This design comes from an exercise in tuning for small area on the open sky130 flow, not from production work.
Function was checked by simulation only, so behaviour that the tests miss may differ from the original.
No activity file was given, so power comes from the tool's default toggle rates.

$ cat flow/config.mk
export PLATFORM = sky130hd
export DESIGN_NAME = reg_file_2r1w
export DESIGN_NICKNAME = reg_file_2r1w
export VERILOG_FILES = /design/flow/design.v
export SDC_FILE = /design/flow/constraint.sdc
export NUM_CORES = 8
export LEC_CHECK = 0
export CAP_MARGIN = 20
export CORE_MARGIN = 2
export CORE_UTILIZATION = 40
export GPL_TIMING_DRIVEN = 0
export PLACE_DENSITY = 0.5
export SETUP_SLACK_MARGIN = 0.2
export SLEW_MARGIN = 20
export SYNTH_HIERARCHICAL = 1
export SYNTH_MINIMUM_KEEP_SIZE = 0
$ cat flow/flow/equiv.ys
# Proves custom_netlist.v does what standard_netlist.v does: same flip-flops
# (paired by name), same next-state and output functions.
read_liberty -ignore_miss_func LIBERTY
read_verilog standard_netlist.v
rename reg_file_2r1w gold
read_verilog custom_netlist.v
rename reg_file_2r1w gate
flatten
opt_clean
async2sync
equiv_make gold gate equiv
hierarchy -top equiv
equiv_simple -seq 1
equiv_induct
equiv_status -assert
$ cat flow/flow/gen_netlist.py
#!/usr/bin/env python3
"""Rebuild the combinational logic of reg_file_2r1w around the flip-flops of
the standard synthesis netlist.

usage: gen_netlist.py STANDARD_NETLIST OUT_NETLIST

Every flip-flop instance of the standard netlist is kept as it is (name, cell
type, clock and Q net); only the nets feeding its D/SET_B pins change. All
other cells are replaced by a hand-mapped netlist (SP_RESET must be zero):
  * write decode: 4 + 8 predecoded lines, per register row an and2 (write)
                  and an a21o + inverter (hold), and an a22o per data bit
  * reset:        the clear flag (async set by Rst) gates the read selects
                  and the hold rails, so each clock edge clears unwritten rows
  * read ports:   predecoded one-hot selects, then per output bit a222oi
                  groups, nand4/nand3 and or3; ports 1 and 2 read the a22o
                  outputs (next-state values: bypass and clear included), the
                  debug port reads the flip-flops with clear in its selects.
"""
import re
import sys

CELL = 'sky130_fd_sc_hd__'
AREA = {'a222oi_1': 10.0096, 'a22oi_1': 7.5072, 'nand4_1': 6.256, 'nand3_1': 5.0048,
        'nand2_1': 3.7536, 'or3_1': 6.256, 'or2_1': 6.256, 'and2_1': 6.256, 'and2_2': 7.5072,
        'and3_1': 6.256, 'and3_2': 7.5072, 'nor2_1': 3.7536, 'nor3_1': 5.0048,
        'nor4_1': 6.256, 'xor2_1': 8.7584, 'inv_1': 3.7536, 'inv_2': 3.7536,
        'a22o_1': 8.7584, 'xnor2_1': 8.7584, 'nor2_2': 6.256, 'nor3_2': 10.0096,
        'and3_4': 11.2608, 'nand2_2': 6.256, 'nor2_4': 11.2608, 'and2_4': 8.7584,
        'nand2_4': 11.2608, 'inv_4': 6.256, 'conb_1': 3.7536, 'a21o_1': 7.5072,
        'nor3_4': 16.2656}


def parse(path):
    txt = open(path).read()
    insts = []
    for m in re.finditer(r'^\s*(sky130_fd_sc_hd__\w+)\s+(\\\S+|[\w$]+)\s*\((.*?)\);', txt, re.M | re.S):
        pins = {p: n.strip() for p, n in re.findall(r'\.(\w+)\(([^()]*)\)', m.group(3))}
        insts.append((m.group(1)[len(CELL):], m.group(2), pins))
    assigns = {}
    for m in re.finditer(r'^\s*assign\s+(.*?)\s*=\s*(.*?)\s*;', txt, re.M):
        assigns[m.group(2).strip()] = m.group(1).strip()
    return insts, assigns


class Net:
    def __init__(self):
        self.cells = []
        self.wires = []
        self.n = 0

    def wire(self, base):
        self.n += 1
        w = 'g_%s_%d' % (base, self.n)
        self.wires.append(w)
        return w

    def cell(self, typ, out_pin, base, **pins):
        y = self.wire(base)
        pins[out_pin] = y
        self.cells.append((typ, pins))
        return y

    def cell_to(self, typ, out_pin, out_net, **pins):
        pins[out_pin] = out_net
        self.cells.append((typ, pins))


def esc(n):
    """escaped identifiers end at whitespace"""
    return n + ' ' if n.startswith('\\') else n


def main():
    std, out = sys.argv[1], sys.argv[2]
    insts, assigns = parse(std)

    flops = [(t, name, pins) for t, name, pins in insts if t.startswith(('df', 'edf', 'sdf'))]
    data = {}   # (i, j) -> (type, name, pins)
    clear = []  # [(type, name, pins)]
    for t, name, pins in flops:
        # registers are recognised by instance name (r_data[N]$..., r_clear$...)
        m = re.match(r'^\\?r_data\[(\d+)\]\$', name)
        if m:
            k = int(m.group(1))
            data[(k // 32, k % 32)] = (t, name, pins)
        elif re.match(r'^\\?r_clear\$', name):
            clear.append((t, name, pins))
        else:
            sys.exit('unrecognised flip-flop %s %s' % (t, name))
    assert sorted(data) == [(i, j) for i in range(1, 32) for j in range(32)], 'data flops'
    assert len(clear) == 1 and clear[0][0].startswith('dfstp_'), 'clear flop'
    for (i, j), (t, name, pins) in data.items():
        assert t == 'dfxtp_1', (i, j, t)

    N = Net()
    inv = lambda a, base='n': N.cell('inv_1', 'Y', base, A=a)

    def predec2(a0, a1, extra=None, base='lo', strong=False, nor3='nor3_2'):
        """one-hot decode of {a1, a0}; every line also requires extra == 0."""
        a0n, a1n = inv(a0), inv(a1)
        lines = []
        for k in range(4):
            x0 = a0n if (k & 1) else a0    # nor input must be 0 when bit matches
            x1 = a1n if (k & 2) else a1
            if extra is None:
                lines.append(N.cell('nor2_2' if strong else 'nor2_1', 'Y', base, A=x0, B=x1))
            else:
                lines.append(N.cell(nor3 if strong else 'nor3_1', 'Y', base, A=x0, B=x1, C=extra))
        return lines

    def predec3(a2, a3, a4, base='hi', strong=False):
        n = [inv(a2), inv(a3), inv(a4)]
        p = [a2, a3, a4]
        lines = []
        for k in range(8):
            xs = [n[b] if (k >> b) & 1 else p[b] for b in range(3)]
            lines.append(N.cell('nor3_2' if strong else 'nor3_1', 'Y', base,
                                A=xs[0], B=xs[1], C=xs[2]))
        return lines

    WR = ['WriteRegister[%d]' % b for b in range(5)]
    rst_n = N.cell('inv_1', 'Y', 'rstn', A='Rst')
    # clear flag: set by Rst, cleared by the first clock edge with Rst low
    cq = clear[0][2]['Q']
    zero = N.cell('conb_1', 'LO', 'zero')
    # write decode; a write needs RegWrite & !Rst
    rw_n = N.cell('nand2_1', 'Y', 'rwn', A='RegWrite', B=rst_n)
    wlo = predec2(WR[0], WR[1], extra=rw_n, base='wlo', strong=True, nor3='nor3_4')
    whi = predec3(WR[2], WR[3], WR[4], base='whi', strong=True)
    we, keep = {}, {}
    for i in range(1, 32):
        we[i] = N.cell('and2_4', 'X', 'we%d' % i, A=wlo[i % 4], B=whi[i // 4])
        # keep = !(write | clear), from the predecode lines (not through we)
        keep[i] = N.cell('inv_2', 'Y', 'keep%d' % i,
                         A=N.cell('a21o_1', 'X', 'keepn%d' % i,
                                  A1=wlo[i % 4], A2=whi[i // 4], B1=cq))
    # data bits: WriteData when written, else zero while clearing, else hold
    dnet = {}
    for (i, j), (t, name, pins) in sorted(data.items()):
        dnet[(i, j)] = N.cell('a22o_1', 'X', 'hold', A1=we[i], A2='WriteData[%d]' % j,
                              B1=keep[i], B2=pins['Q'])

    def read_port(ra, out, src, gate):
        """out[j] = OR over registers i of (ra == i) & src[(i, j)];
        every select also requires gate == 0 (gate None: no gating)."""
        RA = ['%s[%d]' % (ra, b) for b in range(5)]
        lo = predec2(RA[0], RA[1], extra=gate, base='rlo', strong=True)
        hi = predec3(RA[2], RA[3], RA[4], base='rhi')
        sel = {i: N.cell('and2_4', 'X', 'sel%d' % i, A=lo[i % 4], B=hi[i // 4])
               for i in range(1, 32)}
        for j in range(32):
            slots = [(sel[i], src[(i, j)]) for i in range(1, 32)]
            ys = []
            for g in range(0, len(slots), 3):
                grp = slots[g:g + 3]
                if len(grp) == 3:
                    ys.append(N.cell('a222oi_1', 'Y', 'm', A1=grp[0][0], A2=grp[0][1],
                                     B1=grp[1][0], B2=grp[1][1], C1=grp[2][0], C2=grp[2][1]))
                else:
                    ys.append(N.cell('nand2_1', 'Y', 'm', A=grp[0][0], B=grp[0][1]))
            assert len(ys) == 11
            n0 = N.cell('nand4_1', 'Y', 'c', A=ys[0], B=ys[1], C=ys[2], D=ys[3])
            n1 = N.cell('nand4_1', 'Y', 'c', A=ys[4], B=ys[5], C=ys[6], D=ys[7])
            n2 = N.cell('nand3_1', 'Y', 'c', A=ys[8], B=ys[9], C=ys[10])
            N.cell_to('or3_1', 'X', '%s[%d]' % (out, j), A=n0, B=n1, C=n2)

    # ports 1 and 2 read the next-state value (bypass and clear included),
    # the debug port the stored value masked while clearing
    qnet = {k: v[2]['Q'] for k, v in data.items()}
    read_port('ReadRegister1', 'ReadData1', dnet, None)
    read_port('ReadRegister2', 'ReadData2', dnet, None)
    read_port('DebugRegister', 'DebugData', qnet, cq)

    # emit
    L = []
    L.append('module reg_file_2r1w(Clk, Rst, ReadRegister1, ReadRegister2, WriteRegister, '
             'WriteData, RegWrite, DebugRegister, ReadData1, ReadData2, DebugData);')
    for d, w, n in [('input', 1, 'Clk'), ('input', 1, 'Rst'), ('input', 5, 'ReadRegister1'),
                    ('input', 5, 'ReadRegister2'), ('input', 5, 'WriteRegister'),
                    ('input', 32, 'WriteData'), ('input', 1, 'RegWrite'),
                    ('input', 5, 'DebugRegister'), ('output', 32, 'ReadData1'),
                    ('output', 32, 'ReadData2'), ('output', 32, 'DebugData')]:
        rng = '' if w == 1 else '[%d:0] ' % (w - 1)
        L.append('  %s %s%s;' % (d, rng, n))
        L.append('  wire %s%s;' % (rng, n))
    qnets = set()
    for t, name, pins in flops:
        qnets.add(pins['Q'])
    for q in sorted(qnets):
        L.append('  wire %s;' % esc(q))
    for w in N.wires:
        L.append('  wire %s;' % w)
    # flip-flops, keeping name, type, clock and Q
    for (i, j), (t, name, pins) in sorted(data.items()):
        L.append('  %s%s %s (.CLK(%s), .D(%s), .Q(%s));'
                 % (CELL, t, name, pins['CLK'], dnet[(i, j)], esc(pins['Q'])))
    for t, name, pins in clear:
        L.append('  %s%s %s (.CLK(%s), .D(%s), .Q(%s), .SET_B(%s));'
                 % (CELL, t, name, pins['CLK'], zero, esc(pins['Q']), rst_n))
    area = 0.0
    for k, (t, pins) in enumerate(N.cells):
        area += AREA[t]
        conn = ', '.join('.%s(%s)' % (p, esc(n)) for p, n in pins.items())
        L.append('  %s%s g_u_%d (%s);' % (CELL, t, k, conn))
    L.append('endmodule')
    open(out, 'w').write('\n'.join(L) + '\n')
    seq = 992 * 20.0192 + 26.2752
    sys.stderr.write('gen_netlist: %d logic cells, logic area %.1f, with flops %.1f\n'
                     % (len(N.cells), area, area + seq))


if __name__ == '__main__':
    main()
$ cat flow/flow/run.sh
#!/bin/bash
# Layout flow: the standard synthesis, then the combinational logic rebuilt
# by gen_netlist.py around the standard synthesis's flip-flops (kept only if
# yosys proves it equivalent to the standard netlist), then the standard ORFS
# layout steps on that netlist, with buf_1 port buffers and a clock tree of
# clkbuf_4 cells in small clusters without dummy loads. Each tool's output
# goes to its own log: synth.log, gen_netlist.log, equiv.log, layout.log (and
# ORFS's per-step logs under orfs/logs).
set -euo pipefail
R=orfs/results/sky130hd/reg_file_2r1w/base

# 1. standard synthesis, unchanged
bash standard.sh synth > synth.log 2>&1
cp $R/1_2_yosys.v standard_netlist.v

# 2. hand-mapped logic around the same flip-flops (same names, cells, Q nets)
python3 flow/gen_netlist.py standard_netlist.v custom_netlist.v > gen_netlist.log 2>&1
# prove it equivalent to the standard netlist; keep the standard one otherwise
sed "s#LIBERTY#$FLOW_HOME/platforms/$FLOW_PLATFORM/lib/sky130_fd_sc_hd__tt_025C_1v80.lib#" \
  flow/equiv.ys > equiv.ys
YOSYS=$(command -v yosys || echo "$FLOW_HOME/../tools/install/yosys/bin/yosys")
if "$YOSYS" -q -l equiv.log equiv.ys > /dev/null 2>&1; then
  cp custom_netlist.v $R/1_2_yosys.v
  rm -f $R/1_synth.odb
fi

# 3. standard layout steps from the new netlist
export BUFFER_PORTS_ARGS="-buffer_cell sky130_fd_sc_hd__buf_1"
export CTS_ARGS="-sink_clustering_enable -repair_clock_nets -dont_use_dummy_load -buf_list {sky130_fd_sc_hd__clkbuf_4} -sink_clustering_size 8 -sink_clustering_max_diameter 60"
bash standard.sh finish > layout.log 2>&1
$ cat flow/standard.sh
#!/bin/bash
# synth_recipe.tcl (not shown) runs the flow's synth.tcl, then flattens the netlist and writes it again
# the make line also repeats each setting of config.mk as NAME=value (left out here)
make -C /OpenROAD-flow-scripts/flow DESIGN_CONFIG=/design/flow/config.mk WORK_HOME=/design/flow/orfs CLKGATE_MAP_FILE= SYNTH_SCRIPT=/design/flow/synth_recipe.tcl "${@:-finish}"
$ cat flow/design.v
module reg_file_2r1w #(
   parameter int                    DATA_WIDTH = 32,
   parameter logic [DATA_WIDTH-1:0] SP_RESET   = '0
) (
   input  logic                  Clk,
   input  logic                  Rst,
   input  logic [4:0]            ReadRegister1,
   input  logic [4:0]            ReadRegister2,
   input  logic [4:0]            WriteRegister,
   input  logic [DATA_WIDTH-1:0] WriteData,
   input  logic                  RegWrite,
   input  logic [4:0]            DebugRegister,
   output logic [DATA_WIDTH-1:0] ReadData1,
   output logic [DATA_WIDTH-1:0] ReadData2,
   output logic [DATA_WIDTH-1:0] DebugData
);
   logic [31:0][DATA_WIDTH-1:0] r_data;
   logic                        r_clear;
   logic [31:0]                 w_we;
   always_comb begin
      for (int i = 0; i < 32; i++)
         w_we[i] = RegWrite && !Rst && (WriteRegister == 5'(i)) && (i != 0);
   end
   always_ff @(posedge Clk or posedge Rst) begin
      if (Rst) r_clear <= 1'b1;
      else     r_clear <= 1'b0;
   end
   localparam logic [4:0] SP_INDEX = 5'd29;
   logic [31:0]                 w_keep;
   logic [31:0][DATA_WIDTH-1:0] w_next;
   assign w_keep = ~(w_we | {32{r_clear}});
   for (genvar i = 1; i < 32; i++) begin : g_row
      for (genvar j = 0; j < DATA_WIDTH; j++) begin : g_col
         if (i == SP_INDEX && SP_RESET[j]) begin : g_one
            assign w_next[i][j] = w_we[i] ? WriteData[j] : (r_clear || r_data[i][j]);
         end else begin : g_zero
            rf_hold u_hold (.we(w_we[i]), .wd(WriteData[j]), .keep(w_keep[i]), .q(r_data[i][j]),
                            .d(w_next[i][j]));
         end
      end
   end
   always_ff @(posedge Clk) begin
      for (int i = 1; i < 32; i++)
         r_data[i] <= w_next[i];
   end
   logic [31:0] w_sel1, w_sel2, w_seld;
   always_comb begin
      w_sel1[0] = 1'b0;
      w_sel2[0] = 1'b0;
      w_seld[0] = 1'b0;
      for (int i = 1; i < 32; i++) begin
         w_sel1[i] = (ReadRegister1 == 5'(i));
         w_sel2[i] = (ReadRegister2 == 5'(i));
         w_seld[i] = (DebugRegister == 5'(i)) && !r_clear;
      end
   end
   logic w_spd;
   assign w_spd = (DebugRegister == SP_INDEX) && r_clear;
   for (genvar j = 0; j < DATA_WIDTH; j++) begin : g_bit
      logic [31:1] w_nxt, w_cur;    
      logic        w_rdd;
      for (genvar i = 1; i < 32; i++) begin : g_reg
         assign w_nxt[i] = w_next[i][j];
         assign w_cur[i] = r_data[i][j];
      end
      rf_read31 u_rd1 (.sel(w_sel1[31:1]), .d(w_nxt), .y(ReadData1[j]));
      rf_read31 u_rd2 (.sel(w_sel2[31:1]), .d(w_nxt), .y(ReadData2[j]));
      rf_read31 u_dbg (.sel(w_seld[31:1]), .d(w_cur), .y(w_rdd));
      assign DebugData[j] = w_rdd || (w_spd && SP_RESET[j]);
   end
endmodule
module rf_read31 (
   input  logic [30:0] sel,
   input  logic [30:0] d,
   output logic        y
);
   logic [10:0] w_n;
   for (genvar g = 0; g < 10; g++) begin : g_aoi
      rf_aoi222 u (.a1(sel[3*g]), .a2(d[3*g]), .b1(sel[3*g+1]), .b2(d[3*g+1]),
                   .c1(sel[3*g+2]), .c2(d[3*g+2]), .y(w_n[g]));
   end
   rf_nand2 u_last (.a(sel[30]), .b(d[30]), .y(w_n[10]));
   rf_or_n11 u_or (.n(w_n), .y(y));
endmodule
module rf_or_n11 (
   input  logic [10:0] n,
   output logic        y
);
   logic w_a, w_b, w_c;
   rf_nand4 u_a (.a(n[0]), .b(n[1]), .c(n[2]),  .d(n[3]), .y(w_a));
   rf_nand4 u_b (.a(n[4]), .b(n[5]), .c(n[6]),  .d(n[7]), .y(w_b));
   rf_nand3 u_c (.a(n[8]), .b(n[9]), .c(n[10]),           .y(w_c));
   rf_or3   u_y (.a(w_a),  .b(w_b),  .c(w_c),             .y(y));
endmodule
module rf_hold (input logic we, wd, keep, q, output logic d);
   assign d = (we && wd) || (keep && q);
endmodule
module rf_aoi222 (input logic a1, a2, b1, b2, c1, c2, output logic y);
   assign y = !((a1 && a2) || (b1 && b2) || (c1 && c2));
endmodule
module rf_nand2 (input logic a, b, output logic y);
   assign y = !(a && b);
endmodule
module rf_nand3 (input logic a, b, c, output logic y);
   assign y = !(a && b && c);
endmodule
module rf_nand4 (input logic a, b, c, d, output logic y);
   assign y = !(a && b && c && d);
endmodule
module rf_or3 (input logic a, b, c, output logic y);
   assign y = a || b || c;
endmodule
$ cat flow/constraint.sdc
create_clock -name core_clock -period 8.0 [get_ports {Clk}]
set_input_delay 1.6000 -clock core_clock [delete_from_list [all_inputs] [get_ports {Clk}]]
set_output_delay 1.6000 -clock core_clock [all_outputs]
set_load 0.01 [all_outputs]
==> qor.yml, run 1 <==
global_routing:
  grt_pass1_wl_um: 379000
  grt_pass1_vias: 49600
  grt.overflow.total: 0
  grt_max_degree: 36
  grt_antenna_before_repair: 16
  grt_usage: 0.491
setup_path:
  regToRegSetupSlack_ns: 5.25
  cp-start-kind: "primary input"
  rr_endpoint: "r_data[885]"
  path_max_fanout: 32
  worstSetupPathType: "in -> out"
  reg2reg_depth: 3
  worstReg2RegStart: "r_clear"
  end_kind: "output pin"
  cp.required_ns: 6.40
  critPathArrivalTime_ns: 5.68
worst_hold_path:
  hold_path.class: "in -> async"
floorplan:
  die_w_um: 331
  dieArea_um2: 109000
  rows: 119
  initial_core_util: 0.405
  ioPinCount: 151
  coreArea_um2: 106000
  die_height_um: 331
finish:
  fin_area_um2: 46200
  area.growth.synth_to_final_pct: 8.27
  drive_gt1_frac: 0.0898
  utilization: 0.438
  final_nets: 4034
sta:
  tns_ns: 0
  holdWs_ns: 0.439
  slew_viol_final: 0
  setup_viol: 0
  finalHoldViolCount: 0
  max_freq_mhz: 137
  fin_ws_ns: 0.723
  finalCritPeriodShare: 0.910
  slew_headroom: 0.120
  period_minus_slack_ns: 7.28
  rsz0062_at_grt: "false"
  skew_ns: 0.0560
  tightest_slew_ns: 1.32
place:
  dp_hpwl_um: 141000
  placed_cell_area_um2: 45100
  gp_congestion: 0.962
  io_buffer_count: 150
  pre_cts_slack_ns: 1.03
route:
  drc: 0
  wirelength_um: 281000
  wire_per_inst_um: 52.1
  dr.pass1.iters: 12
  ant_nets: 0
  routed-via-count: 50300
  via_per_inst: 9.33
  drtIter0Drc: 13600
cts:
  cts.htree.levels: 4
  root_buffer: "clkbuf_4"
  postCtsSetupBuffers: 0
  numCtsBuffers: 143
  holdBufCountCts: 0
  clkTransAtPathRegs_ns: 0.11
  clock_path_buffers: 3
  clk_latency_ns: 1.21
  clkSinkCount: 993
  cts_tree: "built"
  cts.repair.resized: 0
yosys:
  syn_nets: 3737
  synth_warnings: 7
  synthCells: 3682
  syn_area_per_cell_um2: 11.6
  synth_area_um2: 42700
run:
  maxCapViolCount: 0
power:
  vdd_ir_drop_max_v: 0.0000856
  p_leak_nw: 16.1
  cellPowerDensity_nw_per_um2: 180
run_status:
  status: "complete, no violations"
==> how the worst max path moves through the flow <==
stage                           startpoint             to  slack (ns)  cells past startpoint
after global placement    WriteRegister[1]   ReadData1[3]        1.08                     10
after floorplan                        Rst   ReadData1[0]        2.74                      9
final                     WriteRegister[1]   ReadData1[3]        0.72                     10
after detailed placement  WriteRegister[1]   ReadData2[3]        1.03                     10
after CTS                 WriteRegister[1]   ReadData2[3]        1.03                     10
after global routing      WriteRegister[0]  ReadData2[10]        0.77                     10
==> layout make-up <==
class                      instances  area (um2)
tap                             1391        1740
fill                            9779       59300
multi-input combinational       2637       22600
timing repair buffer             152         643
inverter                          52         216
antenna                           21        52.6
sequential                       993       19900
clock buffer                     143        1070
==> flip-flops by register name, indices dropped and copies added (netlist names) <==
| signal | count |
|---|---|
| r_clear | 1 |
| r_data | 992 |
==> cells in the final DEF (no fill, tap or decap) <==
master,count
clkinv_2,3
or3_1,96
buf_2,32
nor3_2,12
a21o_1,31
conb_1,1
inv_1,21
clkbuf_4,143
buf_1,118
inv_4,7
nor3_1,24
a222oi_1,960
nor2_2,8
dfxtp_1,992
dfstp_2,1
buf_12,2
nand2_1,97
a22o_1,992
nor3_4,4
and2_4,124
nand3_1,96
nand4_1,192
diode_2,21
inv_2,21
==> through the flow <==
step | power (mW) | instances
CTS | 8.23 | 5368
global placement | 5.65 | 5223
global route | 8.47 | 5374
floorplan | 5.31 | 3682
detailed placement | 5.68 | 5225
finish | 8.34 | 5389
==> layer usage <==
layer,track usage,routed length (um),vias to the layer above
li1,-,-,18200
met1,0.567,94600,24400
met2,0.668,110000,5924
met3,0.244,47800,1739
met4,0.417,27800,14
met5,0.0191,241,-
==> power breakdown <==
group / leakage [nW] / switching (mW) / internal [mW]
clock: 0.658 / 1.89 / 0.821
combinational: 7.42 / 0.547 / 0.0772
sequential: 8.01 / 0.0237 / 4.98
total: 16.1 / 2.46 / 5.87
==> worst max-delay path: stages <==
cell	delay [ns]
buf_1	0.36
inv_1	0.20
nor3_4	0.61
a21o_1	0.21
inv_2	0.46
a22o_1	0.40
a222oi_1	0.43
nand4_1	0.52
or3_1	0.66
buf_1	0.19
==> inputs of run 2 (changes only) <==
--- a/flow/flow/run.sh
+++ b/flow/flow/run.sh
@@ -28,3 +28,3 @@
 export BUFFER_PORTS_ARGS="-buffer_cell sky130_fd_sc_hd__buf_1"
-export CTS_ARGS="-sink_clustering_enable -repair_clock_nets -dont_use_dummy_load -buf_list {sky130_fd_sc_hd__clkbuf_4} -sink_clustering_size 8 -sink_clustering_max_diameter 60"
+export CTS_ARGS="-sink_clustering_enable -repair_clock_nets -dont_use_dummy_load -buf_list {sky130_fd_sc_hd__clkbuf_4} -sink_clustering_size 7 -sink_clustering_max_diameter 70"
 bash standard.sh finish > layout.log 2>&1
==> qor.yml, run 2 <==
run_status:
  status: "complete, no violations"
setup_path:
  cp.required_ns: 6.40  # about the same
  critPathLaunch: "WriteRegister[1]"
  worstSetupPathType: "in -> out"
  path_max_fanout: 32  # unchanged
  worstReg2RegStart: "r_clear"
  rr_endpoint: "r_data[857]"
  end_kind: "output pin"
  critPathArrivalTime_ns: 5.65  # -0.03 ns
  regToRegSetupSlack_ns: 5.24  # about the same
  reg2reg_depth: 3  # unchanged
  cp-start-kind: "primary input"
sta:
  slew_viol_final: 0  # unchanged
  tightest_slew_ns: 1.29  # -0.0272 ns
  finalHoldViolCount: 0  # unchanged
  slew_headroom: 0.138  # +0.0181
  fin_ws_ns: 0.746  # +0.0233 ns
  finalCritPeriodShare: 0.907  # -0.00292
  setup_viol: 0  # unchanged
  skew_ns: 0.0646  # +0.00858 ns
  tns_ns: 0  # unchanged
  rsz0062_at_grt: "false"
  period_minus_slack_ns: 7.25  # -0.0233 ns
  max_freq_mhz: 138  # +0.32%
cts:
  cts_tree: "built"
  numCtsBuffers: 160  # +12%
  cts.htree.levels: 4  # unchanged
  clock_path_buffers: 3  # unchanged
  holdBufCountCts: 0  # unchanged
  postCtsSetupBuffers: 0  # unchanged
  cts.repair.resized: 0  # unchanged
  clkTransAtPathRegs_ns: 0.09  # -0.02 ns
  clkSinkCount: 993  # unchanged
  clk_latency_ns: 1.18  # -0.03 ns
  root_buffer: "clkbuf_4"
power:
  p_leak_nw: 16.2  # +0.68%
  vdd_ir_drop_max_v: 0.000102  # +20%
  p_int_mw: 5.97  # +1.6%
  p_comb_frac: 0.074  # about the same
  cellPowerDensity_nw_per_um2: 182  # +1.2%
  seqPwrFrac: 0.590  # -0.010
  power_mw: 8.47  # +1.6%
  swShare: 0.295  # about the same
  clockPowerShare: 0.335  # +0.010
  switching_power_mw: 2.50  # +1.5%
route:
  drtIter0Drc: 14000  # +3.0%
  drc: 0  # unchanged
  via_per_inst: 9.29  # -0.45%
  wirelength_um: 281000  # +0.12%
  dr.pass1.iters: 17  # +5
  routed-via-count: 50200  # -0.13%
  ant_nets: 0  # unchanged
  wire_per_inst_um: 52.0  # -0.20%
finish:
  final_cell_mix: "a22o_1, dfxtp_1, a222oi_1, nand4_1, clkbuf_4"
  drive_gt1_frac: 0.0943  # +0.00455
  final_nets: 4054  # +0.50%
  largest_registers: "r_data (992), r_clear (1)"
  largest_reg_flops: 992  # unchanged
  regMostFlops: "r_data"
  fillers: 9797  # +0.18%
  area.growth.synth_to_final_pct: 8.71
place:
  gp_congestion: 0.962  # unchanged
  io_buffer_count: 150  # unchanged
  pre_cts_slack_ns: 1.03  # unchanged
  dp_hpwl_um: 141000  # unchanged
global_routing:
  use_met3: 0.237  # -0.00713
  grt_pass1_vias: 49700  # +0.18%
  grt_busiest_layer: "met2"
  grt_pass1_wl_um: 379000  # about the same
  use_met1: 0.570  # +0.00246
  grt_max_degree: 36  # unchanged
  met2_usage: 0.665  # -0.00372
  grt_antenna_before_repair: 20  # +4
  grt_usage: 0.491  # about the same
  grt.overflow.total: 0  # unchanged
worst_hold_path:
  hold_path.class: "in -> async"
yosys:
  synthCells: 3682  # unchanged
  syn_nets: 3737  # unchanged
  synth_warnings: 7  # unchanged
  syn_area_per_cell_um2: 11.6  # unchanged
  synth_area_um2: 42700  # unchanged
floorplan:
  ioPinCount: 151  # unchanged
  initial_core_util: 0.405  # unchanged
  die_w_um: 331  # unchanged
  coreArea_um2: 106000  # unchanged
  die_height_um: 331  # unchanged
  rows: 119  # unchanged
  dieArea_um2: 109000  # unchanged
run:
  maxCapViolCount: 0  # unchanged
run 2: cell type report:
cell class / count / area [um2] / area share
timing repair buffer: 155 / 711 / 0.0153
inverter: 52 / 215 / 0.00464
clock buffer: 160 / 1200 / 0.0259
tap: 1391 / 1740 / 0.0375
antenna: 18 / 45.0 / 0.000970
multi-input combinational: 2637 / 22600 / 0.487
sequential: 993 / 19900 / 0.428
run 2: worst max-delay path: stages:
cell and delay, ns:
buf_1 0.35, inv_1 0.20, nor3_4 0.63, a21o_1 0.21, inv_2 0.43, a22o_1 0.39, a222oi_1 0.41, nand4_1 0.65
or3_1 0.61, buf_1 0.14
run 2: how the worst max path moves through the flow:
stage                              end  slack, ns  cells after the start
after floorplan           ReadData1[0]       2.74                      9
after global placement    ReadData1[3]       1.08                     10
after detailed placement  ReadData2[3]       1.03                     10
after CTS                 ReadData2[3]       1.03                     10
after global routing      ReadData1[6]       0.76                     10
final                     ReadData1[6]       0.75                     10
run 2: layer usage:
| metal | routed length, um | vias to the layer above |
|---|---|---|
| met5 | 470 | - |
| met4 | 28000 | 20 |
| met3 | 47600 | 1641 |
| met2 | 110000 | 5909 |
| met1 | 94900 | 24400 |
| li1 | - | 18300 |
run 2: power groups by stage:
stage,clock (mW),combinational (mW),sequential [mW]
3_3_place_gp,0,0.544,5.11
2_1_floorplan,0,0.205,5.11
4_1_cts,2.81,0.566,5.00
5_1_grt,3.00,0.602,5.00
3_5_place_dp,0,0.566,5.11
6_report,2.84,0.631,5.00
run 2: through the flow:
stage,std cells,util,cell area [um2],hold slack (ns)
floorplan,3682,-,42700,0.486
global placement,5223,0.426,45000,0.498
detailed placement,5225,0.427,45100,0.505
CTS,5385,0.439,46300,0.457
global route,5392,0.439,46400,0.484
finish,5406,0.440,46400,0.476

==> re-timing with driven ports <==
The flow's constraints put no driver on any port. The routed layouts listed below were extracted and timed again, unchanged, in two steps. Step 1, drivers: a clkbuf_16 drives Clk and a buf_2 each remaining input, both assumed. Step 2, shift: input delay + t, output delay - t, t = (earliest + latest rising clock arrival at the registers) / 2. This alone moves slack from input paths to output paths. a / b / c = no drivers / after step 1 / after step 2; a / b = the first two.
| run | t, ns | setup slack, ns | worst slew at a driven data input, ns | pins driven straight from the clock port |
|---|---|---|---|---|
| run 1 | 1.276 | 0.723 / 0.691 / 0.691 | 0.17 | 1 |
| run 2 | 1.242 | 0.746 / 0.713 / 0.713 | 0.18 | 1 |
After both steps every run listed still meets setup and hold. The setup slack of run 2, which loses most, moves by -0.033 ns with the drivers and by -0.033 ns with both steps.
